Background: an optimization exercise with open tools, aiming at small area, a short achievable clock period and few clock cycles. Do not read the settings as production practice. The RTL was checked by simulation tests, not by an equivalence proof against the original design. No activity file was given, so power comes from the tool's default toggle rates.

==> flow/design.v (outline; a module is shown in full before it is edited, if it fits) <==
// module exe_mul_tree: 1777 lines
// module exe_div: 140 lines
// module exe_stage: 293 lines
// module exe_top: 33 lines
module exe_top (
    input  logic                    clk,
    input  logic                    rst,
    input  logic                    i_valid,
    input  logic [1:0]              i_fu_sel,
    input  logic [3:0]              i_op,
    input  logic [32-1:0]    i_src_a,
    input  logic [32-1:0]    i_src_b,
    input  logic [3-1:0]   i_tag,
    input  logic [7-1:0]    i_rd,
    output logic                    o_ready,
    output logic                    o_wb_valid,
    output logic [32-1:0]    o_wb_data,
    output logic [3-1:0]   o_wb_tag,
    output logic [7-1:0]    o_wb_rd
);
  // ...
==> flow/flow/run.sh <==
#!/bin/bash
set -euo pipefail
bash standard.sh SETUP_SLACK_MARGIN=7 finish > standard_flow.log 2>&1
==> flow/standard.sh <==
#!/bin/bash
# synth_recipe.tcl (not shown) runs the flow's synth.tcl, then flattens the netlist and writes it again
# the make line also repeats each setting of config.mk as NAME=value (left out here)
make -C /OpenROAD-flow-scripts/flow DESIGN_CONFIG=/design/flow/config.mk WORK_HOME=/design/flow/orfs CLKGATE_MAP_FILE= SYNTH_SCRIPT=/design/flow/synth_recipe.tcl "${@:-finish}"
==> flow/config.mk <==
export PLATFORM = sky130hd
export DESIGN_NAME = exe_top
export DESIGN_NICKNAME = exe_top
export VERILOG_FILES = /design/flow/design.v
export SDC_FILE = /design/flow/constraint.sdc
export NUM_CORES = 4
export LEC_CHECK = 0
export CAP_MARGIN = 20
export CORE_MARGIN = 2
export CORE_UTILIZATION = 55
export SETUP_SLACK_MARGIN = 5
export SLEW_MARGIN = 20
==> flow/constraint.sdc <==
create_clock -name core_clock -period 10.5 [get_ports {clk}]
set_input_delay 2.1000 -clock core_clock [delete_from_list [all_inputs] [get_ports {clk}]]
set_output_delay 2.1000 -clock core_clock [all_outputs]
set_load 0.01 [all_outputs]
==> summary.json, run 1 <==
{
  "hpwlAfterDp": {"value": 166000, "unit": "microns"},
  "cell_class_with_the_largest_area_share": {"value": "multi-input gates"},
  "ir_drop": {"value": 0.368, "unit": "mV"},
  "clk_transition_reported_paths": {"value": 80, "unit": "ps"},
  "nFillCells": {"value": 8631},
  "critical_path.endpoint": {"value": "stage_i.div_i.dvs_q[19]$_DFFE_PP_"},
  "worstReg2RegEnd": {"value": "stage_i.div_i.dvs_q[19]$_DFFE_PP_"},
  "setup_slack": {"value": 5180, "unit": "ps"},
  "timing.max_cap.violations": {"value": 0},
  "area_share_of_the_leading_cell_type_in_the_synthesized_netlist": {"value": 16.4, "unit": "%"},
  "postPlaceCellArea": {"value": 64100, "unit": "sq um"},
  "met2_usage": {"value": 64.1, "unit": "%"},
  "p_seq_share": {"value": 12.6, "unit": "%"},
  "place.detailed.instances": {"value": 7859},
  "registers.top_by_ff_count": {"value": "stage_i.m_r1"},
  "timing_max_transition_violations_final": {"value": 0},
  "power_clock": {"value": 0.00250, "unit": "W"},
  "status": {"value": "timing/DRC/antenna clean"},
  "post_route_cells_drive_above_1_share": {"value": 21.1, "unit": "%"},
  "met3WireLength": {"value": 33700, "unit": "microns"},
  "global_route.peak_usage_layer": {"value": "met2"},
  "grt_overflow_total": {"value": 0},
  "cts-hold-fix-buffers": {"value": 0},
  "count_of_cell_instances_traversed_by_the_critical_path": {"value": 22},
  "cts_inserted_buffers": {"value": 72},
  "drt.antenna.violating_nets": {"value": 0},
  "synth_area_leaders": {"value": "sky130_fd_sc_hd__fa_1, sky130_fd_sc_hd__edfxtp_1, sky130_fd_sc_hd__dfxtp_1, sky130_fd_sc_hd__ha_1, sky130_fd_sc_hd__a22oi_1"},
  "post_drt_wl_per_cell": {"value": 30.3, "unit": "microns"},
  "buffers": {"value": 587},
  "finClkSkew": {"value": 46.6, "unit": "ps"}
}
Testbench counts, summed over its fixed seeds: cycles 3,662.
==> inputs of run 2 (changes only) <==
==> flow/run.sh (new file) <==
#!/bin/bash
# synth_recipe.tcl (not shown) runs the flow's synth.tcl, then flattens the netlist and writes it again
# the make line also repeats each setting of config.mk as NAME=value (left out here)
make -C /OpenROAD-flow-scripts/flow DESIGN_CONFIG=/design/flow/config.mk WORK_HOME=/design/flow/orfs CLKGATE_MAP_FILE= SYNTH_SCRIPT=/design/flow/synth_recipe.tcl finish
removed: flow/flow/run.sh
removed: flow/standard.sh
==> run 2 against run 1 <==
Against the previous run: maximum frequency is 3.2% lower; die area is the same; cell count is 3.1% lower; worst hold slack improved by 43 ps; largest cell class unchanged; largest power group unchanged.
==> summary.json, run 2 <==
{
  "status": {"value": "timing/DRC/antenna clean"},
  "synth_area_per_cell": {"value": 9.13, "unit": "sq um"},
  "clk_latency": {"value": 700, "unit": "ps"},
  "cts_tree": {"value": "yes"},
  "max-clock-path-buffers": {"value": 3},
  "synth.top_cells.by_count": {"value": "sky130_fd_sc_hd__inv_1, sky130_fd_sc_hd__a22oi_1, sky130_fd_sc_hd__fa_1"},
  "synth-compound-area-share": {"value": 19.7, "unit": "%"},
  "yosysUniqueCellTypes": {"value": 90},
  "detail_route.vias_per_cell": {"value": 6.53},
  "finalNetCount": {"value": 7530},
  "vias_in_the_first_global_route": {"value": 51686},
  "finalHoldViolCount": {"value": 0},
  "seq_area": {"value": 14200, "unit": "sq um"},
  "synthesis.area": {"value": 60700, "unit": "sq um"},
  "seq_area_frac_synth": {"value": 23.3, "unit": "%"},
  "worst-endpoint-required": {"value": 10900, "unit": "ps"},
  "crit_arrival": {"value": 5900, "unit": "ps"},
  "setup_viol": {"value": 0},
  "die_height": {"value": 336, "unit": "microns"},
  "place.detailed.instances": {"value": 7869, "change": "+0.13%"},
  "post-route-min-period": {"value": 5490, "unit": "ps"},
  "static-leakage-power": {"value": 28.3, "unit": "nW"},
  "place_congestion": {"value": 0.992},
  "multi_input_comb_area": {"value": 43100, "unit": "sq um"},
  "root_buffer": {"value": "sky130_fd_sc_hd__clkbuf_16"},
  "most_instantiated_library_cell_after_synthesis": {"value": "sky130_fd_sc_hd__inv_1"},
  "firstDrtPassIters": {"value": 8},
  "achievable-frequency": {"value": 182, "unit": "MHz"},
  "grt_overflow_total": {"value": 0, "change": "unchanged"},
  "synthSimpleGateAreaFrac": {"value": 9.33, "unit": "%"},
  "max-slew-margin-rel": {"value": 19.8, "unit": "%"},
  "final_design_area_no_fill": {"value": 67500, "unit": "sq um"},
  "registers.top_by_ff_count": {"value": "stage_i.m_r1"},
  "floorplan.die.width": {"value": 336, "unit": "microns"},
  "cp_max_fo": {"value": 5},
  "synth_top_area_cell": {"value": "sky130_fd_sc_hd__fa_1"},
  "synth_area_leaders": {"value": "sky130_fd_sc_hd__fa_1, sky130_fd_sc_hd__edfxtp_1, sky130_fd_sc_hd__dfxtp_1, sky130_fd_sc_hd__ha_1, sky130_fd_sc_hd__a22oi_1"},
  "largest_net_degree_at_the_start_of_global_routing": {"value": 73},
  "io_pins": {"value": 127},
  "setup_tns": {"value": 0, "unit": "ps"},
  "grt_antenna_before_repair": {"value": 26},
  "yosysWarningCount": {"value": 2},
  "tightest_slew": {"value": 1200, "unit": "ps"},
  "initial_core_util": {"value": 55.6, "unit": "%"},
  "grt_setup_unrepaired": {"value": "yes"},
  "synth-xor-area-share": {"value": 13.2, "unit": "%"},
  "top_library_cells_by_usage_in_the_layout_fill_and_taps_aside": {"value": "sky130_fd_sc_hd__inv_1, sky130_fd_sc_hd__a22oi_1, sky130_fd_sc_hd__fa_1"},
  "synth-main-ff-cell": {"value": "sky130_fd_sc_hd__dfxtp_1"},
  "cellPowerDensity": {"value": 358, "unit": "nW/um^2"},
  "final_core_util": {"value": 61.8, "unit": "%"},
  "cts.sink_count": {"value": 575},
  "ys_seq_elements": {"value": 575},
  "drt_wl_total": {"value": 235000, "unit": "microns"},
  "placement.io_buffers": {"value": 126},
  "startpoint_type": {"value": "flip-flop"},
  "drt.antenna.violating_nets": {"value": 0, "change": "unchanged"},
  "layout_worst_path_cycle_share": {"value": 52.3, "unit": "%"},
  "path_class": {"value": "reg2reg"},
  "mappedNetlistNets": {"value": 7630},
  "number_of_enable_flip_flop_cells_after_synthesis": {"value": 266},
  "cts_inserted_buffers": {"value": 72, "change": "unchanged"},
  "grt_first_pass_wirelength": {"value": 340000, "unit": "microns"},
  "syn_inst": {"value": 6653},
  "timing.critical_path.to_type": {"value": "flip-flop"},
  "share_of_synthesized_registers_carrying_an_async_set_or_reset": {"value": 0, "unit": "%"},
  "synth_top_family_by_area": {"value": "adder cells"},
  "hpwlAfterDp": {"value": 165000, "unit": "microns", "change": "-0.63%"},
  "layout_commonest_cell": {"value": "sky130_fd_sc_hd__inv_1"},
  "nFillCells": {"value": 9381, "change": "+8.7%"},
  "area_share_of_the_leading_cell_type_in_the_synthesized_netlist": {"value": 16.4, "unit": "%", "change": "unchanged"},
  "reg.largest.list": {"value": "stage_i.m_r1 x64, stage_i.m_r0 x63, stage_i.m_r2 x63"},
  "post_synth_mux_area_share": {"value": 2.72, "unit": "%"},
  "num_rows": {"value": 121},
  "drt_iter0_drc": {"value": 6443},
  "ir_drop": {"value": 0.298, "unit": "mV", "change": "-19%"},
  "synthAdderAreaFrac": {"value": 24.6, "unit": "%"},
  "post-route-drc-count": {"value": 0},
  "worstHoldPathType": {"value": "reg2reg"},
  "post_drt_wl_per_cell": {"value": 29.0, "unit": "microns", "change": "-4.0%"},
  "timing_max_transition_violations_final": {"value": 0, "change": "unchanged"},
  "synthToLayoutAreaGrowth": {"value": 11.1, "unit": "%"},
  "total_power": {"value": 0.0242, "unit": "W"},
  "detailroute.via_count": {"value": 52877},
  "postPlaceCellArea": {"value": 62900, "unit": "sq um", "change": "-1.9%"},
  "combined_global_route_utilization_of_all_metal_layers": {"value": 40.8, "unit": "%"},
  "finClkSkew": {"value": 50.3, "unit": "ps", "change": "+3.66 ps"},
  "timing.max_cap.violations": {"value": 0, "change": "unchanged"},
  "core_area": {"value": 109000, "unit": "sq um"},
  "clk_transition_reported_paths": {"value": 60, "unit": "ps", "change": "-20 ps"},
  "finalNonFillerCells": {"value": 8092},
  "cts.htree.levels": {"value": 3},
  "post_route_cells_drive_above_1_share": {"value": 8.23, "unit": "%", "change": "-13 points"},
  "largest_reg_flops": {"value": 64},
  "die-area": {"value": 113000, "unit": "sq um"}
}
==> run 2: cell counts after synthesis <==
No cell type changed its count.
==> run 2: final cells by class <==
cell class	count	share of cell area, %
Timing Repair Buffer	333	4.91
Sequential cell	575	21.0
Inverter	643	3.58
Clock buffer	92	3.06
Clock inverter	41	0.838
Multi-Input combinational cell	4928	63.8
Tap cell	1476	2.74
Antenna cell	4	0.0148
==> run 2: worst paths after layout <==
check	startpoint	endpoint	slack [ps]	cells past startpoint
max	stage_i.a_x[5]$_DFFE_PP_	stage_i.div_i.dvs_q[24]$_DFFE_PP_	5010	24
min	stage_i.a_rd[2]$_DFFE_PP_	stage_i.m_rd[2]$_DFF_P_	360	0
max reg2reg	stage_i.a_x[5]$_DFFE_PP_	stage_i.div_i.dvs_q[24]$_DFFE_PP_	5010	24
min reg2reg	stage_i.a_rd[2]$_DFFE_PP_	stage_i.m_rd[2]$_DFF_P_	360	0
==> run 2: per-stage QoR <==
step | setup slack (ps) | hold WS (ps)
floorplan | 5430 | 310
global placement | 3650 | 346
detailed placement | 3700 | 352
CTS | 5000 | 366
global route | 4830 | 370
finish | 5010 | 364
==> run 2: report_power, final <==
part           switching [W]  internal [W]  total [W]
clock network        0.00112       0.00164    0.00276
logic                 0.0109       0.00681     0.0177
registers           0.000401       0.00327    0.00367
total                 0.0125        0.0117     0.0242
==> run 2: timing repair <==
item                                    4_1_cts  5_1_grt
hold buffers                                  0        0
pin swaps                                    15       42
gates resized for setup                      76      129
setup buffers                                26       41
endpoints found under the setup margin       72       71
cloned                                        7       12
==> run 2: worst max-delay path, cell delays in order (launching register included) <==
cell                       delay (ps)
sky130_fd_sc_hd__edfxtp_1         450
sky130_fd_sc_hd__buf_12           170
sky130_fd_sc_hd__nor2_4           140
sky130_fd_sc_hd__o31ai_4           90
sky130_fd_sc_hd__a211oi_2         230
sky130_fd_sc_hd__o31ai_1          100
sky130_fd_sc_hd__a211oi_1         230
sky130_fd_sc_hd__nor3_1            90
sky130_fd_sc_hd__nor3_1           250
sky130_fd_sc_hd__nor3_2            80
sky130_fd_sc_hd__nor3_2           200
sky130_fd_sc_hd__nor3_2            90
sky130_fd_sc_hd__o31ai_4          360
sky130_fd_sc_hd__ha_4             280
sky130_fd_sc_hd__ha_4             280
sky130_fd_sc_hd__nand2_4           50
sky130_fd_sc_hd__o31a_1           420
sky130_fd_sc_hd__nor3_4           270
sky130_fd_sc_hd__nor2_4            70
sky130_fd_sc_hd__buf_12           140
sky130_fd_sc_hd__buf_12           140
sky130_fd_sc_hd__mux2i_2          170
sky130_fd_sc_hd__mux2_4           320
sky130_fd_sc_hd__mux2_4           280
sky130_fd_sc_hd__a221o_1          320
==> run 2: kinds of logic (layout without fill, tap and decap cells) <==
logic type | Yosys count | count (layout)
adder cells (fa/ha/maj) | 894 | 894
AO/OA/AOI/OAI | 1766 | 1766
buffers and inverters | 1152 | 1109
AND/OR/NAND/NOR | 1194 | 1195
multiplexers | 160 | 161
other | 0 | 4
flip-flops | 575 | 575
XOR/XNOR | 912 | 912
==> run 2: layer usage <==
| layer | vias to the layer above | share of wire (%) | GRT usage (%) |
|---|---|---|---|
| met3 | 788 | 12 | 11.6 |
| met5 | - | 0.070 | 0 |
| li1 | 22966 | - | - |
| met2 | 3426 | 42 | 60.7 |
| met1 | 25671 | 39 | 53.8 |
| met4 | 26 | 6.4 | 21.6 |
==> module exe_div, before the edit <==
module exe_div (
    input  logic                    clk,
    input  logic                    rst,
    input  logic                    i_load,
    input  logic [32-1:0]    i_a_inv,
    input  logic [32-1:0]    i_b_inv,
    input  logic                    i_a_neg,
    input  logic                    i_b_neg,
    input  logic                    i_rem,
    input  logic [3-1:0]   i_tag,
    input  logic [7-1:0]    i_rd,
    output logic                    o_ready,
    output logic                    o_ready_nx,
    output logic                    o_valid,
    output logic [32-1:0]    o_data,
    output logic [3-1:0]   o_tag,
    output logic [7-1:0]    o_rd
);
    localparam int XL = 32;
    localparam logic [1:0] S_IDLE = 2'd0;
    localparam logic [1:0] S_ITER = 2'd2;
    localparam logic [1:0] S_DONE = 2'd3;
    logic [1:0]         state_q;
    logic [3:0]         cnt_q;
    logic [XL-1:0]      rem_q;
    logic [XL:0]        dvs_q;
    logic [XL+2:0]      dv3_q;
    logic [XL-1:0]      quo_q;
    logic               neg_quo_q;
    logic               neg_rem_q;
    logic               want_rem_q;
    logic               dvz_q;
    logic [3-1:0] tag_q;
    logic [7-1:0]  rd_q;
    logic [5:0]         za;
    logic [5:0]         zb;
    logic [6:0]         kd;
    logic               dvz;
    logic               zero_q;
    logic [4:0]         sh;
    logic [3:0]         cnt0;
    logic [XL-1:0]      a_mag;
    logic [XL-1:0]      b_mag;
    logic [XL+1:0]      b3;
    always_comb begin
        za = 6'd32;
        zb = 6'd32;
        for (int i = 0; i < XL; i++) begin
            if (i_a_inv[i]) za = XL - 1 - i;
            if (i_b_inv[i]) zb = XL - 1 - i;
        end
    end
    assign kd     = {1'b0, zb} - ({1'b0, za} - {6'b0, i_a_neg});
    assign dvz    = (i_b_inv == '0) && !i_b_neg;
    assign zero_q = dvz || kd[6];
    assign sh     = kd[5] ? 5'd30 : {kd[4:1], 1'b0};
    assign cnt0   = kd[5] ? 4'd15 : kd[4:1];
    assign a_mag  = i_a_inv + {{(XL-1){1'b0}}, i_a_neg};
    assign b_mag  = i_b_inv + {{(XL-1){1'b0}}, i_b_neg};
    assign b3     = {2'b0, i_b_inv} + {1'b0, i_b_inv, 1'b0} + {{XL{1'b0}}, i_b_neg, i_b_neg};
    logic [XL+3:0]      r1;
    logic [XL+3:0]      r2;
    logic [XL+3:0]      r3;
    logic [1:0]         dig;
    logic [XL-1:0]      rem_nx;
    assign r1 = {4'b0, rem_q} - {3'b0, dvs_q};
    assign r2 = {4'b0, rem_q} - {2'b0, dvs_q, 1'b0};
    assign r3 = {4'b0, rem_q} - {1'b0, dv3_q};
    always_comb begin
        if (!r3[XL+3]) begin
            dig    = 2'd3;
            rem_nx = r3[XL-1:0];
        end else if (!r2[XL+3]) begin
            dig    = 2'd2;
            rem_nx = r2[XL-1:0];
        end else if (!r1[XL+3]) begin
            dig    = 2'd1;
            rem_nx = r1[XL-1:0];
        end else begin
            dig    = 2'd0;
            rem_nx = rem_q;
        end
    end
    always_ff @(posedge clk) begin
        if (rst) begin
            state_q <= S_IDLE;
        end else begin
            case (state_q)
                S_ITER:  state_q <= (cnt_q == '0) ? S_DONE : S_ITER;
                default: state_q <= !i_load ? S_IDLE : zero_q ? S_DONE : S_ITER;
            endcase
        end
    end
    always_ff @(posedge clk) begin
        case (state_q)
            S_ITER: begin
                rem_q <= rem_nx;
                quo_q <= {quo_q[XL-3:0], dig};
                dvs_q <= dvs_q >> 2;
                dv3_q <= dv3_q >> 2;
                cnt_q <= cnt_q - 1'b1;
            end
            default: begin
                if (i_load) begin
                    rem_q      <= a_mag;
                    dvs_q      <= {1'b0, b_mag} << sh;
                    dv3_q      <= {1'b0, b3} << sh;
                    quo_q      <= dvz ? '1 : '0;
                    cnt_q      <= cnt0;
                    neg_quo_q  <= (i_a_neg ^ i_b_neg) && !dvz;
                    neg_rem_q  <= i_a_neg;
                    want_rem_q <= i_rem;
                    tag_q      <= i_tag;
                    rd_q       <= i_rd;
                end
            end
        endcase
    end
    logic [XL-1:0]      res_mag;
    logic               res_neg;
    logic [XL-1:0]      res_inv;
    logic [XL-1:0]      pfx;
    assign res_mag = want_rem_q ? rem_q : quo_q;
    assign res_neg = want_rem_q ? neg_rem_q : neg_quo_q;
    assign res_inv = res_mag ^ {XL{res_neg}};
    always_comb begin
        pfx = res_inv;
        for (int l = 1; l < XL; l = l * 2) begin
            for (int i = XL - 1; i >= l; i--) begin
                pfx[i] = pfx[i] & pfx[i-l];
            end
        end
    end
    assign o_ready = (state_q != S_ITER);
    assign o_ready_nx = (state_q == S_ITER) ? (cnt_q == '0) : (!i_load || zero_q);
    assign o_valid = (state_q == S_DONE);
    assign o_data  = res_inv ^ {pfx[XL-2:0] & {(XL-1){res_neg}}, res_neg};
    assign o_tag   = tag_q;
    assign o_rd    = rd_q;
endmodule
==> module exe_stage, before the edit <==
module exe_stage (
    input  logic                    clk,
    input  logic                    rst,
    input  logic                    i_valid,
    input  logic [1:0]              i_fu_sel,
    input  logic [3:0]              i_op,
    input  logic [32-1:0]    i_src_a,
    input  logic [32-1:0]    i_src_b,
    input  logic [3-1:0]   i_tag,
    input  logic [7-1:0]    i_rd,
    output logic                    o_ready,
    output logic                    o_wb_valid,
    output logic [32-1:0]    o_wb_data,
    output logic [3-1:0]   o_wb_tag,
    output logic [7-1:0]    o_wb_rd
);
    localparam int XL = 32;
    localparam logic [1:0] SEL_LO = 2'd0;
    localparam logic [1:0] SEL_HI = 2'd1;
    localparam logic [1:0] SEL_LT = 2'd2;
    logic [4:0]         shamt;
    logic [4:0]         shpos;
    logic [XL-1:0]      shbit;
    logic               xa;
    logic [XL:0]        y_in;
    logic [XL:0]        e_in;
    logic               cin_in;
    logic [1:0]         sel_in;
    logic               div_in;
    assign shamt = i_src_b[4:0];
    assign shpos = (i_op == 4'd5) ? shamt : (5'd0 - shamt);
    assign shbit = 32'd1 << shpos;
    assign div_in = i_fu_sel[1];
    logic               dsgn_in;
    logic               an_in;
    logic               bn_in;
    logic [XL-1:0]      a_inv;
    logic [XL-1:0]      b_inv;
    assign dsgn_in = (i_op == 4'd13) || (i_op == 4'd15);
    assign an_in   = dsgn_in && i_src_a[XL-1];
    assign bn_in   = dsgn_in && i_src_b[XL-1];
    assign a_inv   = i_src_a ^ {XL{an_in}};
    assign b_inv   = i_src_b ^ {XL{bn_in}};
    always_comb begin
        xa     = 1'b0;
        y_in   = {1'b0, i_src_b};
        e_in   = {1'b0, b_inv};
        cin_in = 1'b0;
        sel_in = SEL_LO;
        if (i_fu_sel == 2'd1) begin
            xa     = (i_op == 4'd11) && i_src_a[XL-1];
            y_in   = {(i_op == 4'd11) && i_src_b[XL-1], i_src_b};
            e_in   = '0;
            sel_in = (i_op == 4'd10) ? SEL_LO : SEL_HI;
        end else if (i_fu_sel == 2'd0) begin
            case (i_op)
                4'd0: begin
                    y_in = 33'd1;
                    e_in = {1'b0, i_src_b};
                end
                4'd1: begin
                    y_in   = 33'd1;
                    e_in   = ~{1'b0, i_src_b};
                    cin_in = 1'b1;
                end
                4'd2: begin
                    y_in = '0;
                    e_in = {1'b0, i_src_a & i_src_b};
                end
                4'd3: begin
                    y_in = '0;
                    e_in = {1'b0, i_src_a | i_src_b};
                end
                4'd4: begin
                    y_in = '0;
                    e_in = {1'b0, i_src_a ^ i_src_b};
                end
                4'd5: begin
                    y_in = {1'b0, shbit};
                    e_in = '0;
                end
                4'd6: begin
                    y_in   = {1'b0, shbit};
                    e_in   = '0;
                    sel_in = (shamt == '0) ? SEL_LO : SEL_HI;
                end
                4'd7: begin
                    xa     = i_src_a[XL-1];
                    y_in   = {1'b0, shbit};
                    e_in   = '0;
                    sel_in = (shamt == '0) ? SEL_LO : SEL_HI;
                end
                4'd8: begin
                    xa     = i_src_a[XL-1];
                    y_in   = 33'd1;
                    e_in   = ~{i_src_b[XL-1], i_src_b};
                    cin_in = 1'b1;
                    sel_in = SEL_LT;
                end
                4'd9: begin
                    y_in   = 33'd1;
                    e_in   = ~{1'b0, i_src_b};
                    cin_in = 1'b1;
                    sel_in = SEL_LT;
                end
                default: begin
                    y_in = '0;
                    e_in = '0;
                end
            endcase
        end
    end
    localparam int ND = (XL + 2) / 2;
    logic [ND-1:0]      one_in;
    logic [ND-1:0]      two_in;
    logic [ND-1:0]      neg_in;
    logic [XL+2:0]      y_ext;
    assign y_ext = {y_in[XL], y_in, 1'b0};
    always_comb begin
        for (int j = 0; j < ND; j++) begin
            one_in[j] = y_ext[2*j+1] ^ y_ext[2*j];
            two_in[j] = (y_ext[2*j+2] & ~y_ext[2*j+1] & ~y_ext[2*j]) |
                        (~y_ext[2*j+2] & y_ext[2*j+1] & y_ext[2*j]);
            neg_in[j] = y_ext[2*j+2] & ~(y_ext[2*j+1] & y_ext[2*j]);
        end
    end
    logic               a_v;
    logic               a_div;
    logic [XL:0]        a_x;
    logic [ND-1:0]      a_one;
    logic [ND-1:0]      a_two;
    logic [ND-1:0]      a_neg;
    logic [XL:0]        a_e;
    logic               a_cin;
    logic [1:0]         a_sel;
    logic               a_an;
    logic               a_bn;
    logic               a_drem;
    logic [3-1:0] a_tag;
    logic [7-1:0]  a_rd;
    logic               div_rdy;
    logic               div_rdy_nx;
    logic               div_load;
    logic               rdy_q;
    logic               a_v_nx;
    logic               a_div_nx;
    assign o_ready  = rdy_q;
    assign div_load = a_v && a_div && div_rdy;
    assign a_v_nx   = rdy_q ? i_valid : a_v;
    assign a_div_nx = rdy_q ? div_in : a_div;
    always_ff @(posedge clk) begin
        if (rst) begin
            rdy_q <= 1'b1;
        end else begin
            rdy_q <= !(a_v_nx && a_div_nx && !div_rdy_nx);
        end
    end
    always_ff @(posedge clk) begin
        if (rst) begin
            a_v <= 1'b0;
        end else if (o_ready) begin
            a_v <= i_valid;
        end
    end
    always_ff @(posedge clk) begin
        if (o_ready) begin
            a_div  <= div_in;
            a_x    <= div_in ? {1'b0, a_inv} : {xa, i_src_a};
            a_e    <= e_in;
            a_an   <= an_in;
            a_bn   <= bn_in;
            a_drem <= (i_op == 4'd15) || (i_op == 4'd12);
            a_tag  <= i_tag;
            a_rd   <= i_rd;
        end
    end
    always_ff @(posedge clk) begin
        a_one <= one_in;
        a_two <= two_in;
        a_neg <= neg_in;
        a_cin <= cin_in;
        a_sel <= sel_in;
    end
    logic [2*XL-1:0]    t_r0;
    logic [2*XL-1:0]    t_r1;
    logic [2*XL-1:0]    t_r2;
    logic               m_v;
    logic [2*XL-1:0]    m_r0;
    logic [2*XL-1:0]    m_r1;
    logic [2*XL-1:0]    m_r2;
    logic [1:0]         m_sel;
    logic [3-1:0] m_tag;
    logic [7-1:0]  m_rd;
    exe_mul_tree tree_i (
        .i_x   (a_x),
        .i_one (a_one),
        .i_two (a_two),
        .i_neg (a_neg),
        .i_e   (a_e),
        .i_cin (a_cin),
        .o_r0  (t_r0),
        .o_r1  (t_r1),
        .o_r2  (t_r2)
    );
    always_ff @(posedge clk) begin
        if (rst) begin
            m_v <= 1'b0;
        end else begin
            m_v <= a_v && !a_div;
        end
    end
    always_ff @(posedge clk) begin
        m_r0  <= t_r0;
        m_r1  <= t_r1;
        m_r2  <= t_r2;
        m_sel <= a_sel;
        m_tag <= a_tag;
        m_rd  <= a_rd;
    end
    logic [2*XL-1:0]    sum;
    logic [2*XL-1:0]    cs_s;
    logic [2*XL-1:0]    cs_c;
    logic [XL-1:0]      p_data;
    assign cs_s = m_r0 ^ m_r1 ^ m_r2;
    assign cs_c = {(m_r0[2*XL-2:0] & m_r1[2*XL-2:0]) | (m_r2[2*XL-2:0] & (m_r0[2*XL-2:0] ^ m_r1[2*XL-2:0])), 1'b0};
    assign sum  = cs_s + cs_c;
    always_comb begin
        case (m_sel)
            SEL_HI:  p_data = sum[2*XL-1:XL];
            SEL_LT:  p_data = {{(XL-1){1'b0}}, sum[XL]};
            default: p_data = sum[XL-1:0];
        endcase
    end
    logic               dv_v;
    logic [XL-1:0]      dv_data;
    logic [3-1:0] dv_tag;
    logic [7-1:0]  dv_rd;
    exe_div div_i (
        .clk     (clk),
        .rst     (rst),
        .i_load  (div_load),
        .i_a_inv (a_x[XL-1:0]),
        .i_b_inv (a_e[XL-1:0]),
        .i_a_neg (a_an),
        .i_b_neg (a_bn),
        .i_rem   (a_drem),
        .i_tag   (a_tag),
        .i_rd    (a_rd),
        .o_ready (div_rdy),
        .o_ready_nx (div_rdy_nx),
        .o_valid (dv_v),
        .o_data  (dv_data),
        .o_tag   (dv_tag),
        .o_rd    (dv_rd)
    );
    logic               h_v;
    logic [XL-1:0]      h_data;
    logic [3-1:0] h_tag;
    logic [7-1:0]  h_rd;
    logic               h_load;
    assign h_load = dv_v ? m_v : h_v;
    always_ff @(posedge clk) begin
        if (rst) begin
            h_v        <= 1'b0;
            o_wb_valid <= 1'b0;
        end else begin
            h_v        <= dv_v ? (h_v || m_v) : (h_v && m_v);
            o_wb_valid <= dv_v || h_v || m_v;
        end
    end
    always_ff @(posedge clk) begin
        if (h_load) begin
            h_data <= p_data;
            h_tag  <= m_tag;
            h_rd   <= m_rd;
        end
    end
    always_ff @(posedge clk) begin
        if (dv_v) begin
            o_wb_data <= dv_data;
            o_wb_tag  <= dv_tag;
            o_wb_rd   <= dv_rd;
        end else if (h_v) begin
            o_wb_data <= h_data;
            o_wb_tag  <= h_tag;
            o_wb_rd   <= h_rd;
        end else begin
            o_wb_data <= p_data;
            o_wb_tag  <= m_tag;
            o_wb_rd   <= m_rd;
        end
    end
endmodule
==> inputs of run 3 (changes only) <==
--- a/flow/design.v
+++ b/flow/design.v
@@ -1817,2 +1817,4 @@
     input  logic                    i_b_neg,
+    input  logic [5:0]              i_a_lz,
+    input  logic [5:0]              i_b_lz,
     input  logic                    i_rem,
@@ -1834,4 +1836,4 @@
     logic [XL-1:0]      rem_q;
-    logic [XL:0]        dvs_q;
-    logic [XL+2:0]      dv3_q;
+    logic [XL-1:0]      dvs_q;
+    logic [XL+1:0]      dv3_q;
     logic [XL-1:0]      quo_q;
@@ -1848,4 +1850,4 @@
     logic               zero_q;
-    logic [4:0]         sh;
     logic [3:0]         cnt0;
+    logic [4:0]         sft;
     logic [XL-1:0]      a_mag;
@@ -1853,10 +1855,5 @@
     logic [XL+1:0]      b3;
-    always_comb begin
-        za = 6'd32;
-        zb = 6'd32;
-        for (int i = 0; i < XL; i++) begin
-            if (i_a_inv[i]) za = XL - 1 - i;
-            if (i_b_inv[i]) zb = XL - 1 - i;
-        end
-    end
+    logic [2*XL-1:0]    split;
+    assign za = i_a_lz;
+    assign zb = i_b_lz;
     assign kd     = {1'b0, zb} - ({1'b0, za} - {6'b0, i_a_neg});
@@ -1864,4 +1861,4 @@
     assign zero_q = dvz || kd[6];
-    assign sh     = kd[5] ? 5'd30 : {kd[4:1], 1'b0};
     assign cnt0   = kd[5] ? 4'd15 : kd[4:1];
+    assign sft    = 5'd30 - {cnt0, 1'b0};
     assign a_mag  = i_a_inv + {{(XL-1){1'b0}}, i_a_neg};
@@ -1869,2 +1866,4 @@
     assign b3     = {2'b0, i_b_inv} + {1'b0, i_b_inv, 1'b0} + {{XL{1'b0}}, i_b_neg, i_b_neg};
+    assign split  = {{XL{1'b0}}, a_mag} << sft;
+    logic [XL+1:0]      px;
     logic [XL+3:0]      r1;
@@ -1874,5 +1873,6 @@
     logic [XL-1:0]      rem_nx;
-    assign r1 = {4'b0, rem_q} - {3'b0, dvs_q};
-    assign r2 = {4'b0, rem_q} - {2'b0, dvs_q, 1'b0};
-    assign r3 = {4'b0, rem_q} - {1'b0, dv3_q};
+    assign px = {rem_q, quo_q[XL-1:XL-2]};
+    assign r1 = {2'b0, px} - {4'b0, dvs_q};
+    assign r2 = {2'b0, px} - {3'b0, dvs_q, 1'b0};
+    assign r3 = {2'b0, px} - {2'b0, dv3_q};
     always_comb begin
@@ -1889,3 +1889,3 @@
             dig    = 2'd0;
-            rem_nx = rem_q;
+            rem_nx = px[XL-1:0];
         end
@@ -1907,4 +1907,2 @@
                 quo_q <= {quo_q[XL-3:0], dig};
-                dvs_q <= dvs_q >> 2;
-                dv3_q <= dv3_q >> 2;
                 cnt_q <= cnt_q - 1'b1;
@@ -1913,6 +1911,6 @@
                 if (i_load) begin
-                    rem_q      <= a_mag;
-                    dvs_q      <= {1'b0, b_mag} << sh;
-                    dv3_q      <= {1'b0, b3} << sh;
-                    quo_q      <= dvz ? '1 : '0;
+                    rem_q      <= zero_q ? a_mag : split[2*XL-1:XL];
+                    quo_q      <= zero_q ? {XL{dvz}} : split[XL-1:0];
+                    dvs_q      <= b_mag;
+                    dv3_q      <= b3;
                     cnt_q      <= cnt0;
@@ -1995,2 +1993,22 @@
     assign b_inv   = i_src_b ^ {XL{bn_in}};
+    logic [5:0]         a_lz0;
+    logic [5:0]         a_lo1;
+    logic [5:0]         b_lz0;
+    logic [5:0]         b_lo1;
+    logic [5:0]         a_lz_in;
+    logic [5:0]         b_lz_in;
+    always_comb begin
+        a_lz0 = 6'd32;
+        a_lo1 = 6'd32;
+        b_lz0 = 6'd32;
+        b_lo1 = 6'd32;
+        for (int i = 0; i < XL; i++) begin
+            if (i_src_a[i])  a_lz0 = XL - 1 - i;
+            if (!i_src_a[i]) a_lo1 = XL - 1 - i;
+            if (i_src_b[i])  b_lz0 = XL - 1 - i;
+            if (!i_src_b[i]) b_lo1 = XL - 1 - i;
+        end
+    end
+    assign a_lz_in = an_in ? a_lo1 : a_lz0;
+    assign b_lz_in = bn_in ? b_lo1 : b_lz0;
     always_comb begin
@@ -2089,2 +2107,4 @@
     logic               a_bn;
+    logic [5:0]         a_alz;
+    logic [5:0]         a_blz;
     logic               a_drem;
@@ -2123,2 +2143,4 @@
             a_bn   <= bn_in;
+            a_alz  <= a_lz_in;
+            a_blz  <= b_lz_in;
             a_drem <= (i_op == 4'd15) || (i_op == 4'd12);
@@ -2197,2 +2219,4 @@
         .i_b_neg (a_bn),
+        .i_a_lz  (a_alz),
+        .i_b_lz  (a_blz),
         .i_rem   (a_drem),
==> flow/flow/run.sh (new file) <==
#!/bin/bash
set -euo pipefail
bash standard.sh SETUP_SLACK_MARGIN=6.5 "BUFFER_PORTS_ARGS=-buffer_cell sky130_fd_sc_hd__buf_2" finish > standard_flow.log 2>&1
==> flow/standard.sh (new file) <==
#!/bin/bash
# synth_recipe.tcl (not shown) runs the flow's synth.tcl, then flattens the netlist and writes it again
# the make line also repeats each setting of config.mk as NAME=value (left out here)
make -C /OpenROAD-flow-scripts/flow DESIGN_CONFIG=/design/flow/config.mk WORK_HOME=/design/flow/orfs CLKGATE_MAP_FILE= SYNTH_SCRIPT=/design/flow/synth_recipe.tcl "${@:-finish}"
--- a/flow/config.mk
+++ b/flow/config.mk
@@ -10,2 +10,4 @@
 export CORE_UTILIZATION = 55
+export CTS_CLUSTER_DIAMETER = 80
+export CTS_CLUSTER_SIZE = 30
 export SETUP_SLACK_MARGIN = 5
removed: flow/run.sh
==> run 3 against run 2 <==
Against the previous run: still clean on timing, DRC and antenna; clock skew is 12 ps lower; maximum frequency is 35% higher; combinational power is 7% lower; sequential share of layout area is 0.68 points higher; area after synthesis is 0.16% lower; synthesized cell count is 0.14% lower; total power is 9.3% lower; cell area is 0.90% lower; largest cell class unchanged.
==> summary.json, run 3 <==
{
  "status": {"value": "timing/DRC/antenna clean"},
  "cellPowerDensity": {"value": 328, "unit": "nW/um^2", "change": "-8.5%"},
  "setup.reg_to_reg.worst_slack": {"value": 6440, "unit": "ps", "change": "+1430 ps"},
  "io_pins": {"value": 127, "change": "unchanged"},
  "hpwlAfterDp": {"value": 164000, "unit": "microns", "change": "-0.37%"},
  "cts_tree": {"value": "yes"},
  "clk_latency": {"value": 690, "unit": "ps", "change": "about the same"},
  "timing.critical_path.to_type": {"value": "flip-flop"},
  "synth_area_leaders": {"value": "sky130_fd_sc_hd__fa_1, sky130_fd_sc_hd__edfxtp_1, sky130_fd_sc_hd__dfxtp_1, sky130_fd_sc_hd__ha_1, sky130_fd_sc_hd__xnor2_1"},
  "largest_reg_flops": {"value": 64, "change": "unchanged"},
  "critical_path.endpoint": {"value": "stage_i.div_i.rem_q[6]$_DFFE_PP_"},
  "finalNetCount": {"value": 7560, "change": "+0.40%"},
  "finalHoldViolCount": {"value": 0, "change": "unchanged"},
  "post_route_cells_drive_above_1_share": {"value": 11.9, "unit": "%", "change": "+3.6 points"},
  "path_class": {"value": "reg2reg"},
  "cp_max_fo": {"value": 11, "change": "+6"},
  "registers.top_by_ff_count": {"value": "stage_i.m_r1"},
  "seq_area": {"value": 14500, "unit": "sq um", "change": "+2.3%"},
  "layout_worst_path_cycle_share": {"value": 38.7, "unit": "%", "change": "-14 points"},
  "die-area": {"value": 113000, "unit": "sq um", "change": "-0.16%"},
  "worst-endpoint-required": {"value": 11030, "unit": "ps", "change": "+130 ps"},
  "grt_setup_unrepaired": {"value": "yes"},
  "startpoint_type": {"value": "flip-flop"},
  "layout_commonest_cell": {"value": "sky130_fd_sc_hd__inv_1"},
  "worstHoldPathType": {"value": "reg2reg"},
  "cts.sink_count": {"value": 584, "change": "+1.6%"},
  "critical_path.reg2reg.startpoint": {"value": "stage_i.a_blz[1]$_DFFE_PP_"},
  "core_area": {"value": 109000, "unit": "sq um", "change": "unchanged"},
  "synth-main-ff-cell": {"value": "sky130_fd_sc_hd__dfxtp_1"},
  "post-route-min-period": {"value": 4060, "unit": "ps", "change": "-1430 ps"},
  "ir_drop": {"value": 0.277, "unit": "mV", "change": "-7.0%"},
  "firstDrtPassIters": {"value": 8, "change": "unchanged"},
  "setup_tns": {"value": 0, "unit": "ps", "change": "unchanged"},
  "combined_global_route_utilization_of_all_metal_layers": {"value": 42.2, "unit": "%", "change": "+1.4 points"},
  "post-route-drc-count": {"value": 0, "change": "unchanged"},
  "area_share_of_the_leading_cell_type_in_the_synthesized_netlist": {"value": 16.4, "unit": "%", "change": "+0.027 points"},
  "clk_transition_reported_paths": {"value": 100, "unit": "ps", "change": "+40 ps"},
  "post_route_worst_hold_slack": {"value": 337, "unit": "ps", "change": "-26.6 ps"},
  "drt_iter0_drc": {"value": 7298, "change": "+13%"},
  "crit_path_top_delay_cell": {"value": "sky130_fd_sc_hd__xnor2_1"},
  "crit_arrival": {"value": 4600, "unit": "ps", "change": "-1300 ps"},
  "detailroute.via_count": {"value": 54182, "change": "+2.5%"},
  "max-slew-margin-rel": {"value": 29.0, "unit": "%", "change": "+9.2 points"},
  "max-clock-path-buffers": {"value": 3, "change": "unchanged"},
  "root_buffer": {"value": "sky130_fd_sc_hd__clkbuf_16"},
  "place_congestion": {"value": 1.02, "change": "+2.8%"},
  "synth_area_per_cell": {"value": 9.13, "unit": "sq um", "change": "about the same"},
  "placement.io_buffers": {"value": 126, "change": "unchanged"},
  "finClkSkew": {"value": 38.0, "unit": "ps", "change": "-12.3 ps"},
  "static-leakage-power": {"value": 27.6, "unit": "nW", "change": "-2.4%"},
  "timing_max_transition_violations_final": {"value": 0, "change": "unchanged"},
  "synth.top_cells.by_count": {"value": "sky130_fd_sc_hd__inv_1, sky130_fd_sc_hd__a22oi_1, sky130_fd_sc_hd__xnor2_1"},
  "achievable-frequency": {"value": 246, "unit": "MHz", "change": "+35%"},
  "tightest_slew": {"value": 1060, "unit": "ps", "change": "-137 ps"},
  "drt.antenna.violating_nets": {"value": 0, "change": "unchanged"},
  "share_of_synthesized_registers_carrying_an_async_set_or_reset": {"value": 0, "unit": "%", "change": "unchanged"},
  "vias_in_the_first_global_route": {"value": 52222, "change": "+1.0%"},
  "setup_viol": {"value": 0, "change": "unchanged"},
  "finalNonFillerCells": {"value": 8086, "change": "-0.074%"},
  "timing.max_cap.violations": {"value": 0, "change": "unchanged"},
  "number_of_enable_flip_flop_cells_after_synthesis": {"value": 279, "change": "+4.9%"},
  "ys_seq_elements": {"value": 584, "change": "+1.6%"},
  "nFillCells": {"value": 9405, "change": "+0.26%"},
  "synthesis.area": {"value": 60600, "unit": "sq um", "change": "-0.16%"},
  "floorplan.die.width": {"value": 336, "unit": "microns", "change": "about the same"},
  "grt_overflow_total": {"value": 0, "change": "unchanged"},
  "place.detailed.instances": {"value": 7862, "change": "-0.089%"},
  "syn_inst": {"value": 6644, "change": "-0.14%"},
  "num_rows": {"value": 121, "change": "unchanged"},
  "initial_core_util": {"value": 55.5, "unit": "%", "change": "-0.091 points"},
  "yosysUniqueCellTypes": {"value": 93, "change": "+3.3%"},
  "detail_route.vias_per_cell": {"value": 6.70, "change": "+2.5%"},
  "top_library_cells_by_usage_in_the_layout_fill_and_taps_aside": {"value": "sky130_fd_sc_hd__inv_1, sky130_fd_sc_hd__a22oi_1, sky130_fd_sc_hd__xnor2_1"},
  "drt_wl_total": {"value": 244000, "unit": "microns", "change": "+3.8%"},
  "r2r_cells": {"value": 10, "change": "-58%"},
  "antenna_cells_inserted": {"value": 0, "change": "-4"},
  "die_height": {"value": 336, "unit": "microns", "change": "about the same"},
  "reg.largest.list": {"value": "stage_i.m_r1 x64, stage_i.m_r0 x63, stage_i.m_r2 x63"},
  "grt_antenna_before_repair": {"value": 8, "change": "-69%"},
  "total_power": {"value": 0.0219, "unit": "W", "change": "-9.3%"},
  "cp_cell_sequence": {"value": "ha_4 -> buf_4 -> fa_2 -> xnor2_1 -> and2_4 -> mux2_2 -> mux2i_2 -> nand2_1 -> a221oi_2 -> a311o_1"},
  "multi_input_comb_area": {"value": 43400, "unit": "sq um", "change": "+0.73%"},
  "post_drt_wl_per_cell": {"value": 30.2, "unit": "microns", "change": "+3.9%"},
  "worstReg2RegEnd": {"value": "stage_i.div_i.rem_q[6]$_DFFE_PP_"},
  "largest_net_degree_at_the_start_of_global_routing": {"value": 70, "change": "-4.1%"},
  "timing.critical_path.slowest_cell_delay": {"value": 810, "unit": "ps", "change": "+360 ps"},
  "critical_path.startpoint": {"value": "stage_i.a_blz[1]$_DFFE_PP_"},
  "cts_inserted_buffers": {"value": 41, "change": "-43%"},
  "mappedNetlistNets": {"value": 7627, "change": "-0.039%"},
  "most_instantiated_library_cell_after_synthesis": {"value": "sky130_fd_sc_hd__inv_1"},
  "synthToLayoutAreaGrowth": {"value": 10.3, "unit": "%"},
  "seq_area_frac_synth": {"value": 23.9, "unit": "%", "change": "+0.55 points"},
  "cts.htree.levels": {"value": 2, "change": "-1"},
  "synth_top_area_cell": {"value": "sky130_fd_sc_hd__fa_1"},
  "grt_first_pass_wirelength": {"value": 352000, "unit": "microns", "change": "+3.3%"},
  "hold-path-cell-count": {"value": 0, "change": "unchanged"},
  "yosysWarningCount": {"value": 2, "change": "unchanged"}
}
-- run 3: cell count changes after synthesis, moves of 19 or more --
cell / delta
sky130_fd_sc_hd__a21oi_1: +62
sky130_fd_sc_hd__nand2_1: +48
sky130_fd_sc_hd__nor3_1: -44
sky130_fd_sc_hd__mux2i_1: -41
sky130_fd_sc_hd__a221oi_1: +35
sky130_fd_sc_hd__a22oi_1: -35
sky130_fd_sc_hd__a22o_1: +29
sky130_fd_sc_hd__a211oi_1: -26
sky130_fd_sc_hd__a21o_1: -26
sky130_fd_sc_hd__o21ai_0: +23
sky130_fd_sc_hd__xnor2_1: +23
sky130_fd_sc_hd__xor2_1: -19
-- run 3: kinds of logic after synthesis --
kind of cell	after synthesis	synth area share [%]
and+or+nand+nor	1148	8.83
AOI/OAI and AO/OA	1836	20.3
adders and majority gates	900	24.7
DFF	584	23.9
xor gates and xnor gates	916	13.2
muxes	105	1.78
buffers and inverters	1155	7.22
-- run 3: worst min-delay path by stage --
| stage | startpoint | end | slack, ps |
|---|---|---|---|
| floorplan | stage_i.a_sel[0]$_DFF_P_ | stage_i.m_sel[0]$_DFF_P_ | 310 |
| global placement | stage_i.a_sel[1]$_SDFF_PP0_ | stage_i.m_sel[1]$_DFF_P_ | 310 |
| detailed placement | stage_i.a_sel[1]$_SDFF_PP0_ | stage_i.m_sel[1]$_DFF_P_ | 310 |
| CTS | stage_i.a_sel[1]$_SDFF_PP0_ | stage_i.m_sel[1]$_DFF_P_ | 330 |
| global route | stage_i.a_sel[1]$_SDFF_PP0_ | stage_i.m_sel[1]$_DFF_P_ | 350 |
| finish | stage_i.a_sel[1]$_SDFF_PP0_ | stage_i.m_sel[1]$_DFF_P_ | 340 |
-- run 3: repair_timing --
item	in CTS	in global routing
setup endpoints to repair	149	139
hold buffers	0	0
gates cloned	8	6
pin swaps	26	68
buffers inserted	39	95
gates resized for setup	156	238
hold endpoints to repair	0	0
-- run 3: stage by stage --
stage | utilization [%] | cell area (sq um) | worst slack (ps)
CTS | 59.6 | 65000 | 6430
detailed placement | 57.2 | 62400 | 5510
global placement | 57.2 | 62400 | 5530
global route | 61.3 | 66900 | 6350
floorplan | - | 60900 | 6180
finish | 61.3 | 66900 | 6440
-- run 3: per-layer routing --
layer	vias to the layer above	global-route usage, %	routed length (microns)	share of wire, %
met5	-	0.0426	47	0.019
met4	8	23.6	16900	6.9
met3	856	13.0	32700	13
met2	3814	60.8	99900	41
met1	26459	56.4	94300	39
li1	23045	-	-	-
-- run 3: report_power, final --
group	internal (W)	switching, W	total, W
logic	0.00645	0.00993	0.0164
registers	0.00328	0.000362	0.00364
clock network	0.000834	0.00107	0.00190
-- run 3: area by class of cell --
type / instances / share of cell area [%]
clock inverter: 31 / 0.748
inverter: 647 / 3.70
tap: 1476 / 2.76
timing repair buffer: 389 / 4.64
clock buffer: 45 / 1.56
multi-input combinational: 4914 / 64.9
sequential: 584 / 21.7
-- run 3: worst max-delay path, delay by kind of cell (launching register included) --
kind / cells / cell delay, ps
AND/OR/NAND/NOR: 2 / 560
buffers and inverters: 1 / 140
adder cells (fa/ha/maj): 2 / 680
XOR/XNOR: 1 / 810
flip-flops: 1 / 470
AO/OA/AOI/OAI: 2 / 540
multiplexers: 2 / 720
Testbench counts of run 3, summed over its fixed seeds: cycles 3,662.
==> inputs of run 4 (changes only) <==
==> flow/run.sh (new file) <==
#!/bin/bash
# synth_recipe.tcl (not shown) runs the flow's synth.tcl, then flattens the netlist and writes it again
# the make line also repeats each setting of config.mk as NAME=value (left out here)
make -C /OpenROAD-flow-scripts/flow DESIGN_CONFIG=/design/flow/config.mk WORK_HOME=/design/flow/orfs CLKGATE_MAP_FILE= SYNTH_SCRIPT=/design/flow/synth_recipe.tcl finish
--- a/flow/config.mk
+++ b/flow/config.mk
@@ -10,4 +10,2 @@
 export CORE_UTILIZATION = 55
-export CTS_CLUSTER_DIAMETER = 80
-export CTS_CLUSTER_SIZE = 30
 export SETUP_SLACK_MARGIN = 5
removed: flow/flow/run.sh
removed: flow/standard.sh
==> run 4 against run 3 <==
Against the previous run: largest power group unchanged; utilization shrank 1.3 points; total power fell by 2.1%; still clean; clock skew rose by 19 ps; sequential share of layout area rose by 0.46 points; count of clock-buffer cells in the layout up 43; routed wire length decreased by 3.7%; critical path depth up 3; worst hold slack improved by 6.0 ps.
==> summary.json, run 4 <==
{
  "num_rows": {"value": 121, "change": "unchanged"},
  "core_area": {"value": 109000, "unit": "sq um", "change": "unchanged"},
  "detailroute.via_count": {"value": 53122, "change": "-2.0%"},
  "largest_net_degree_at_the_start_of_global_routing": {"value": 69, "change": "-1.4%"},
  "grt_antenna_before_repair": {"value": 9, "change": "+1"},
  "timing.max_cap.violations": {"value": 0, "change": "unchanged"},
  "syn_inst": {"value": 6644, "change": "unchanged"},
  "clk_latency": {"value": 700, "unit": "ps", "change": "about the same"},
  "finalHoldViolCount": {"value": 0, "change": "unchanged"},
  "ys_seq_elements": {"value": 584, "change": "unchanged"},
  "finClkSkew": {"value": 56.7, "unit": "ps", "change": "+18.7 ps"},
  "mappedNetlistNets": {"value": 7627, "change": "unchanged"},
  "postCtsResizedCells": {"value": 0, "change": "-100%"},
  "static-leakage-power": {"value": 27.0, "unit": "nW", "change": "-2.1%"},
  "post-route-drc-count": {"value": 0, "change": "unchanged"},
  "layout_commonest_cell": {"value": "sky130_fd_sc_hd__inv_1"},
  "firstDrtPassIters": {"value": 7, "change": "-1"},
  "max-slew-margin-rel": {"value": 17.0, "unit": "%", "change": "-12 points"},
  "synthToLayoutAreaGrowth": {"value": 7.94, "unit": "%"},
  "cp_max_fo": {"value": 12, "change": "+1"},
  "synth_area_per_cell": {"value": 9.13, "unit": "sq um", "change": "unchanged"},
  "vias_in_the_first_global_route": {"value": 52012, "change": "-0.40%"},
  "setup_viol": {"value": 0, "change": "unchanged"},
  "tightest_slew": {"value": 1240, "unit": "ps", "change": "+179 ps"},
  "floorplan.die.width": {"value": 336, "unit": "microns", "change": "unchanged"},
  "startpoint_type": {"value": "primary input"},
  "ir_drop": {"value": 0.262, "unit": "mV", "change": "-5.4%"},
  "crit_arrival": {"value": 5740, "unit": "ps", "change": "+1140 ps"},
  "drt_wl_total": {"value": 235000, "unit": "microns", "change": "-3.7%"},
  "yosysWarningCount": {"value": 2, "change": "unchanged"},
  "achievable-frequency": {"value": 195, "unit": "MHz", "change": "-21%"},
  "synth-main-ff-cell": {"value": "sky130_fd_sc_hd__dfxtp_1"},
  "status": {"value": "timing/DRC/antenna clean"},
  "placement.io_buffers": {"value": 126, "change": "unchanged"},
  "share_of_synthesized_registers_carrying_an_async_set_or_reset": {"value": 0, "unit": "%", "change": "unchanged"},
  "combined_global_route_utilization_of_all_metal_layers": {"value": 41.3, "unit": "%", "change": "-0.97 points"},
  "die_height": {"value": 336, "unit": "microns", "change": "unchanged"},
  "worstHoldPathType": {"value": "reg2reg"},
  "path_class": {"value": "in2reg"},
  "area_share_of_the_leading_cell_type_in_the_synthesized_netlist": {"value": 16.4, "unit": "%", "change": "unchanged"},
  "initial_core_util": {"value": 55.5, "unit": "%", "change": "unchanged"},
  "finalNetCount": {"value": 7442, "change": "-1.6%"},
  "cp_cell_sequence": {"value": "clkdlybuf4s50_1 -> inv_1 -> ha_1 -> inv_1 -> nor3_1 -> ha_1 -> a22oi_1 -> nor3_2 -> nand2_1 -> nor2_1 -> a22oi_1 -> or3_1 -> nand2_1"},
  "most_instantiated_library_cell_after_synthesis": {"value": "sky130_fd_sc_hd__inv_1"},
  "registers.top_by_ff_count": {"value": "stage_i.m_r1"},
  "hpwlAfterDp": {"value": 162000, "unit": "microns", "change": "-1.4%"},
  "synth_top_area_cell": {"value": "sky130_fd_sc_hd__fa_1"},
  "setup_tns": {"value": 0, "unit": "ps", "change": "unchanged"},
  "largest_reg_flops": {"value": 64, "change": "unchanged"},
  "crit_path_top_delay_cell": {"value": "sky130_fd_sc_hd__clkdlybuf4s50_1"},
  "cts.sink_count": {"value": 584, "change": "unchanged"},
  "multi_input_comb_area": {"value": 41900, "unit": "sq um", "change": "-3.5%"},
  "cts.htree.levels": {"value": 3, "change": "+1"},
  "io_pins": {"value": 127, "change": "unchanged"},
  "die-area": {"value": 113000, "unit": "sq um", "change": "unchanged"},
  "worst-endpoint-required": {"value": 11100, "unit": "ps", "change": "+70 ps"},
  "setup_slack": {"value": 5360, "unit": "ps", "change": "-1070 ps"},
  "synthesis.area": {"value": 60600, "unit": "sq um", "change": "unchanged"},
  "drt_iter0_drc": {"value": 6701, "change": "-8.2%"},
  "top_library_cells_by_usage_in_the_layout_fill_and_taps_aside": {"value": "sky130_fd_sc_hd__inv_1, sky130_fd_sc_hd__a22oi_1, sky130_fd_sc_hd__xnor2_1"},
  "drt.antenna.violating_nets": {"value": 0, "change": "unchanged"},
  "root_buffer": {"value": "sky130_fd_sc_hd__clkbuf_16"},
  "place_worst_setup_slack": {"value": 4430, "unit": "ps", "change": "-1080 ps"},
  "timing_max_transition_violations_final": {"value": 0, "change": "unchanged"},
  "yosysUniqueCellTypes": {"value": 93, "change": "unchanged"},
  "detail_route.vias_per_cell": {"value": 6.64, "change": "-0.88%"},
  "cts-hold-fix-buffers": {"value": 0, "change": "unchanged"},
  "number_of_enable_flip_flop_cells_after_synthesis": {"value": 279, "change": "unchanged"},
  "clk_transition_reported_paths": {"value": 60, "unit": "ps", "change": "-40 ps"},
  "layout_worst_path_cycle_share": {"value": 48.9, "unit": "%", "change": "+10 points"},
  "timing.critical_path.slowest_cell_delay": {"value": 800, "unit": "ps", "change": "about the same"},
  "synth_area_leaders": {"value": "sky130_fd_sc_hd__fa_1, sky130_fd_sc_hd__edfxtp_1, sky130_fd_sc_hd__dfxtp_1, sky130_fd_sc_hd__ha_1, sky130_fd_sc_hd__xnor2_1"},
  "grt_setup_unrepaired": {"value": "no"},
  "post-route-min-period": {"value": 5140, "unit": "ps", "change": "+1070 ps"},
  "place_congestion": {"value": 1.03, "change": "+0.72%"},
  "timing.critical_path.to_type": {"value": "flip-flop"},
  "reg.largest.list": {"value": "stage_i.m_r1 x64, stage_i.m_r0 x63, stage_i.m_r2 x63"},
  "nFillCells": {"value": 9686, "change": "+3.0%"},
  "post_drt_wl_per_cell": {"value": 29.4, "unit": "microns", "change": "-2.6%"},
  "synth.top_cells.by_count": {"value": "sky130_fd_sc_hd__inv_1, sky130_fd_sc_hd__a22oi_1, sky130_fd_sc_hd__xnor2_1"},
  "post_route_cells_drive_above_1_share": {"value": 5.25, "unit": "%", "change": "-6.6 points"},
  "grt_overflow_total": {"value": 0, "change": "unchanged"},
  "seq_area": {"value": 14500, "unit": "sq um", "change": "about the same"},
  "seq_area_frac_synth": {"value": 23.9, "unit": "%", "change": "unchanged"},
  "max-clock-path-buffers": {"value": 3, "change": "unchanged"},
  "cellPowerDensity": {"value": 328, "unit": "nW/um^2", "change": "about the same"},
  "grt_first_pass_wirelength": {"value": 343000, "unit": "microns", "change": "-2.3%"},
  "cts.repair_timing.setup_buffer_count": {"value": 0, "change": "-100%"},
  "cts_inserted_buffers": {"value": 73, "change": "+78%"},
  "cts_tree": {"value": "yes"}
}
run 4: cell types whose count changed in the layout (fill, tap and decap cells not counted), moves of 22 or more:
cell                              before  now
sky130_fd_sc_hd__clkdlybuf4s50_1       0  125
sky130_fd_sc_hd__buf_2               122    1
sky130_fd_sc_hd__buf_4               205  122
sky130_fd_sc_hd__ha_1                362  402
sky130_fd_sc_hd__buf_6                29    0
sky130_fd_sc_hd__ha_4                 29    0
sky130_fd_sc_hd__clkbuf_16            45   73
sky130_fd_sc_hd__o21ai_0             319  347
sky130_fd_sc_hd__a21oi_1             302  324
sky130_fd_sc_hd__a22oi_1             514  536
sky130_fd_sc_hd__a22oi_2              22    0
run 4: kinds of logic after synthesis:
kind of cell	Yosys count	synth area share (%)
xor gates and xnor gates	916	13.2
muxes	105	1.78
and+or+nand+nor	1148	8.83
adders and majority gates	900	24.7
AOI/OAI and AO/OA	1836	20.3
DFF	584	23.9
buffers and inverters	1155	7.22
run 4: final timing paths:
path | start | to | slack [ps] | cells past startpoint
max | i_src_b[0] | stage_i.a_two[14]$_DFF_P_ | 5360 | 13
min | stage_i.a_sel[1]$_SDFF_PP0_ | stage_i.m_sel[1]$_DFF_P_ | 340 | 0
max reg2reg | stage_i.div_i.quo_q[30]$_DFFE_PP_ | stage_i.div_i.rem_q[3]$_DFFE_PP_ | 5440 | 15
min reg2reg | stage_i.a_sel[1]$_SDFF_PP0_ | stage_i.m_sel[1]$_DFF_P_ | 340 | 0
run 4: critical path, delay by kind of cell:
kind | cells | cell delay, ps
simple gates | 6 | 1450
buf+inv | 3 | 1190
compound gates | 2 | 310
fa+ha+maj | 2 | 690
run 4: layout make-up:
cell class / instances / share of cell area [%]
Tap cell: 1476 / 2.82
Timing Repair Buffer: 248 / 3.32
Inverter: 647 / 3.71
Sequential cell: 584 / 22.2
Clock buffer: 88 / 3.01
Multi-Input combinational cell: 4905 / 64.0
Clock inverter: 48 / 0.950
Antenna cell: 2 / 0.00765
run 4: power by group:
| part | internal [W] | switching [W] | leakage (nW) |
|---|---|---|---|
| Sequential | 0.00328 | 0.000381 | 5.32 |
| Clock | 0.00163 | 0.00114 | 1.27 |
| Combinational | 0.00568 | 0.00934 | 20.4 |
| Total | 0.0106 | 0.0109 | 27.0 |
run 4: through the flow:
stage          hold slack (ps)  total power [W]  instances  util (%)  cell area [sq um]
4_1_cts                    345           0.0211       7996      59.9              65400
3_3_place_gp               325           0.0181       7860      57.6              62800
6_report                   343           0.0215       7998      60.0              65400
3_5_place_dp               332           0.0183       7860      57.6              62800
2_1_floorplan              310           0.0134       6644         -              60600
5_1_grt                    350           0.0230       7996      60.0              65400
run 4: routing by layer:
| layer | wire length [microns] | vias up | global-route usage [%] | part of all wire (%) |
|---|---|---|---|---|
| met2 | 97800 | 3735 | 60.4 | 42 |
| met3 | 30600 | 867 | 12.2 | 13 |
| met1 | 90800 | 25717 | 54.7 | 39 |
| li1 | - | 22793 | - | - |
| met5 | 160 | - | 0 | 0.068 |
| met4 | 15500 | 10 | 22.7 | 6.6 |
==> inputs of run 5 (changes only) <==
==> flow/flow/run.sh (new file) <==
#!/bin/bash
set -euo pipefail
bash standard.sh SETUP_SLACK_MARGIN=6.7 "BUFFER_PORTS_ARGS=-buffer_cell sky130_fd_sc_hd__buf_2" finish > standard_flow.log 2>&1
==> flow/standard.sh (new file) <==
#!/bin/bash
# synth_recipe.tcl (not shown) runs the flow's synth.tcl, then flattens the netlist and writes it again
# the make line also repeats each setting of config.mk as NAME=value (left out here)
make -C /OpenROAD-flow-scripts/flow DESIGN_CONFIG=/design/flow/config.mk WORK_HOME=/design/flow/orfs CLKGATE_MAP_FILE= SYNTH_SCRIPT=/design/flow/synth_recipe.tcl "${@:-finish}"
--- a/flow/config.mk
+++ b/flow/config.mk
@@ -7,2 +7,3 @@
 export LEC_CHECK = 0
+export ABC_AREA = 1
 export CAP_MARGIN = 20
@@ -10,2 +11,4 @@
 export CORE_UTILIZATION = 55
+export CTS_CLUSTER_DIAMETER = 80
+export CTS_CLUSTER_SIZE = 30
 export SETUP_SLACK_MARGIN = 5
removed: flow/run.sh
==> run 5 against run 4 <==
Against the previous run: register-to-register slack improved by 1100 ps; total power rose by 1.9%; maximum frequency rose by 30%; clock skew fell by 7.9 ps; setup slack improved by 1200 ps; cell count rose by 14%; count of clock-buffer cells in the layout fell by 38; still clean; via count rose by 10%; routed wire length rose by 13%; critical path type is now reg2reg; highest routed layer unchanged; first-iteration DRC count rose by 29%; non-clock buffer count rose by 285; largest power group unchanged.
==> summary.json, run 5 <==
{
  "detailroute.via_count": {"value": 58570, "change": "+10%"},
  "post_drt_wl_per_cell": {"value": 29.1, "unit": "microns", "change": "-0.95%"},
  "layout_commonest_cell": {"value": "sky130_fd_sc_hd__nand2_1"},
  "die_height": {"value": 335, "unit": "microns", "change": "-0.27%"},
  "clk_latency": {"value": 690, "unit": "ps", "change": "about the same"},
  "synth_area_per_cell": {"value": 8.12, "unit": "sq um", "change": "-11%"},
  "crit_arrival": {"value": 4540, "unit": "ps", "change": "-1200 ps"},
  "post_route_worst_hold_slack": {"value": 340, "unit": "ps", "change": "-3.72 ps"},
  "yosysWarningCount": {"value": 2, "change": "unchanged"},
  "grt_first_pass_wirelength": {"value": 371000, "unit": "microns", "change": "+8.0%"},
  "clk_transition_reported_paths": {"value": 120, "unit": "ps", "change": "+60 ps"},
  "post-route-drc-count": {"value": 0, "change": "unchanged"},
  "final_design_area_no_fill": {"value": 69900, "unit": "sq um", "change": "+6.8%"},
  "tightest_slew": {"value": 1290, "unit": "ps", "change": "+42.9 ps"},
  "max-clock-path-buffers": {"value": 3, "change": "unchanged"},
  "cts_inserted_buffers": {"value": 43, "change": "-41%"},
  "r2r_cells": {"value": 11, "change": "-4"},
  "worstHoldPathType": {"value": "reg2reg"},
  "timing.max_cap.violations": {"value": 0, "change": "unchanged"},
  "root_buffer": {"value": "sky130_fd_sc_hd__clkbuf_16"},
  "combined_global_route_utilization_of_all_metal_layers": {"value": 45.2, "unit": "%", "change": "+4.0 points"},
  "synth_top_area_cell": {"value": "sky130_fd_sc_hd__fa_1"},
  "worst-endpoint-required": {"value": 11100, "unit": "ps", "change": "about the same"},
  "firstDrtPassIters": {"value": 10, "change": "+3"},
  "die-area": {"value": 112000, "unit": "sq um", "change": "-0.54%"},
  "cts-hold-fix-buffers": {"value": 0, "change": "unchanged"},
  "synthesis.area": {"value": 60300, "unit": "sq um", "change": "-0.55%"},
  "max-slew-margin-rel": {"value": 13.3, "unit": "%", "change": "-3.7 points"},
  "drt_iter0_drc": {"value": 8611, "change": "+29%"},
  "post_route_cells_drive_above_1_share": {"value": 15.1, "unit": "%", "change": "+9.8 points"},
  "postPlaceCellArea": {"value": 62200, "unit": "sq um", "change": "-0.99%"},
  "detail_route.vias_per_cell": {"value": 6.44, "change": "-3.0%"},
  "area_share_of_the_leading_cell_type_in_the_synthesized_netlist": {"value": 16.5, "unit": "%", "change": "+0.091 points"},
  "setup_viol": {"value": 0, "change": "unchanged"},
  "setup_tns": {"value": 0, "unit": "ps", "change": "unchanged"},
  "hold-path-cell-count": {"value": 0, "change": "unchanged"},
  "static-leakage-power": {"value": 31.3, "unit": "nW", "change": "+16%"},
  "seq_area_frac_synth": {"value": 24.0, "unit": "%", "change": "+0.13 points"},
  "finalNetCount": {"value": 8624, "change": "+16%"},
  "crit_path_top_delay_cell": {"value": "sky130_fd_sc_hd__edfxtp_1"},
  "syn_inst": {"value": 7429, "change": "+12%"},
  "post-route-min-period": {"value": 3940, "unit": "ps", "change": "-1190 ps"},
  "layout_worst_path_cycle_share": {"value": 37.6, "unit": "%", "change": "-11 points"},
  "grt_overflow_total": {"value": 0, "change": "unchanged"},
  "cts_tree": {"value": "yes"},
  "mappedNetlistNets": {"value": 8412, "change": "+10%"},
  "cp_cell_sequence": {"value": "clkinvlp_4 -> buf_6 -> buf_12 -> o22ai_4 -> xor2_2 -> fa_1 -> fa_2 -> fa_2 -> inv_2 -> fa_2 -> fa_2"},
  "drt_wl_total": {"value": 264000, "unit": "microns", "change": "+13%"},
  "achievable-frequency": {"value": 254, "unit": "MHz", "change": "+30%"},
  "status": {"value": "timing/DRC/antenna clean"},
  "finClkSkew": {"value": 48.8, "unit": "ps", "change": "-7.87 ps"},
  "vias_in_the_first_global_route": {"value": 55202, "change": "+6.1%"},
  "timing.critical_path.to_type": {"value": "flip-flop"},
  "drt.antenna.violating_nets": {"value": 0, "change": "unchanged"},
  "reg.largest.list": {"value": "stage_i.m_r1 x64, stage_i.m_r0 x63, stage_i.m_r2 x63"},
  "routing_usage_on_met3": {"value": 16.5, "unit": "%", "change": "+4.4 points"},
  "most_instantiated_library_cell_after_synthesis": {"value": "sky130_fd_sc_hd__nand2_1"},
  "path_class": {"value": "reg2reg"},
  "startpoint_type": {"value": "flip-flop"},
  "finalHoldViolCount": {"value": 0, "change": "unchanged"},
  "ir_drop": {"value": 0.285, "unit": "mV", "change": "+8.8%"},
  "finalNonFillerCells": {"value": 9090, "change": "+14%"},
  "synth.top_cells.by_count": {"value": "sky130_fd_sc_hd__nand2_1, sky130_fd_sc_hd__inv_1, sky130_fd_sc_hd__xor2_1"},
  "num_rows": {"value": 121, "change": "unchanged"},
  "ys_seq_elements": {"value": 584, "change": "unchanged"},
  "number_of_enable_flip_flop_cells_after_synthesis": {"value": 279, "change": "unchanged"},
  "registers.top_by_ff_count": {"value": "stage_i.m_r1"},
  "floorplan.die.width": {"value": 335, "unit": "microns", "change": "-0.27%"},
  "place_worst_setup_slack": {"value": 5470, "unit": "ps", "change": "+1050 ps"},
  "place.detailed.instances": {"value": 8695, "change": "+11%"},
  "cts.htree.levels": {"value": 2, "change": "-1"}
}
==> run 5: timing repair <==
item,CTS,global route
gates cloned,15,17
endpoints found under the setup margin,270,218
gates resized for setup,339,491
buffers inserted,133,149
hold endpoints to repair,0,0
pin swaps,27,163
==> run 5: cell families (layout without fill, tap and decap cells) <==
kind of cell / count (synthesis) / in the layout / synth area share, %
flip-flops: 584 / 584 / 24.0
buffers and inverters: 1449 / 1688 / 9.11
multiplexers: 16 / 16 / 0.270
AO/OA/AOI/OAI: 1677 / 1677 / 16.2
other: 0 / 1 / 0
adder cells (fa/ha/maj): 900 / 900 / 24.9
XOR/XNOR: 821 / 821 / 11.9
AND/OR/NAND/NOR: 1982 / 1989 / 13.5
==> run 5: final timing paths <==
path | to | start
min | stage_i.m_sel[0]$_DFF_P_ | stage_i.a_sel[0]$_DFF_P_
min reg2reg | stage_i.m_sel[0]$_DFF_P_ | stage_i.a_sel[0]$_DFF_P_
max reg2reg | stage_i.m_r2[31]$_DFF_P_ | stage_i.a_x[14]$_DFFE_PP_
max | stage_i.m_r2[31]$_DFF_P_ | stage_i.a_x[14]$_DFFE_PP_
==> run 5: cell type report <==
class	count	area, sq um
Timing Repair Buffer	533	5000
Inverter	1067	4500
Sequential cell	584	14500
Tap cell	1414	1770
Clock buffer	50	1140
Clock inverter	29	509
Multi-Input combinational cell	5403	42400
Fill cell	9422	38900
Antenna cell	1	2.50
Timing Repair inverter	9	93.8
==> run 5: power by group <==
| group | internal, W | switching, W |
|---|---|---|
| clock | 0.000903 | 0.00106 |
| combinational | 0.00579 | 0.0104 |
| sequential | 0.00327 | 0.000391 |
==> run 5: critical path, delay by kind of cell (launching register included) <==
family | cells | cell delay, ps
compound gates | 1 | 180
buf+inv | 4 | 520
xor+xnor | 1 | 160
fa+ha+maj | 5 | 2400
flops | 1 | 590
==> run 5: per-stage QoR <==
stage                     total power, W  utilization [%]
after floorplan                   0.0128                -
after global placement            0.0178             57.2
after detailed placement          0.0180             57.2
after CTS                         0.0204             61.0
after global routing              0.0234             64.2
final                             0.0219             64.2
==> run 5: layer usage <==
layer | share of wire [%] | wire [microns]
met4 | 8.8 | 23200
met3 | 15 | 38700
met1 | 37 | 97500
met2 | 40 | 105000
met5 | 0.070 | 186

Check on run 5: ideal ports give 6.556 ns setup slack; a clkbuf_16 on the clock port and buf_2 on the inputs give 6.556 ns; moving port delays by the midpoint clock arrival (0.756 ns) as well gives 5.974 ns.
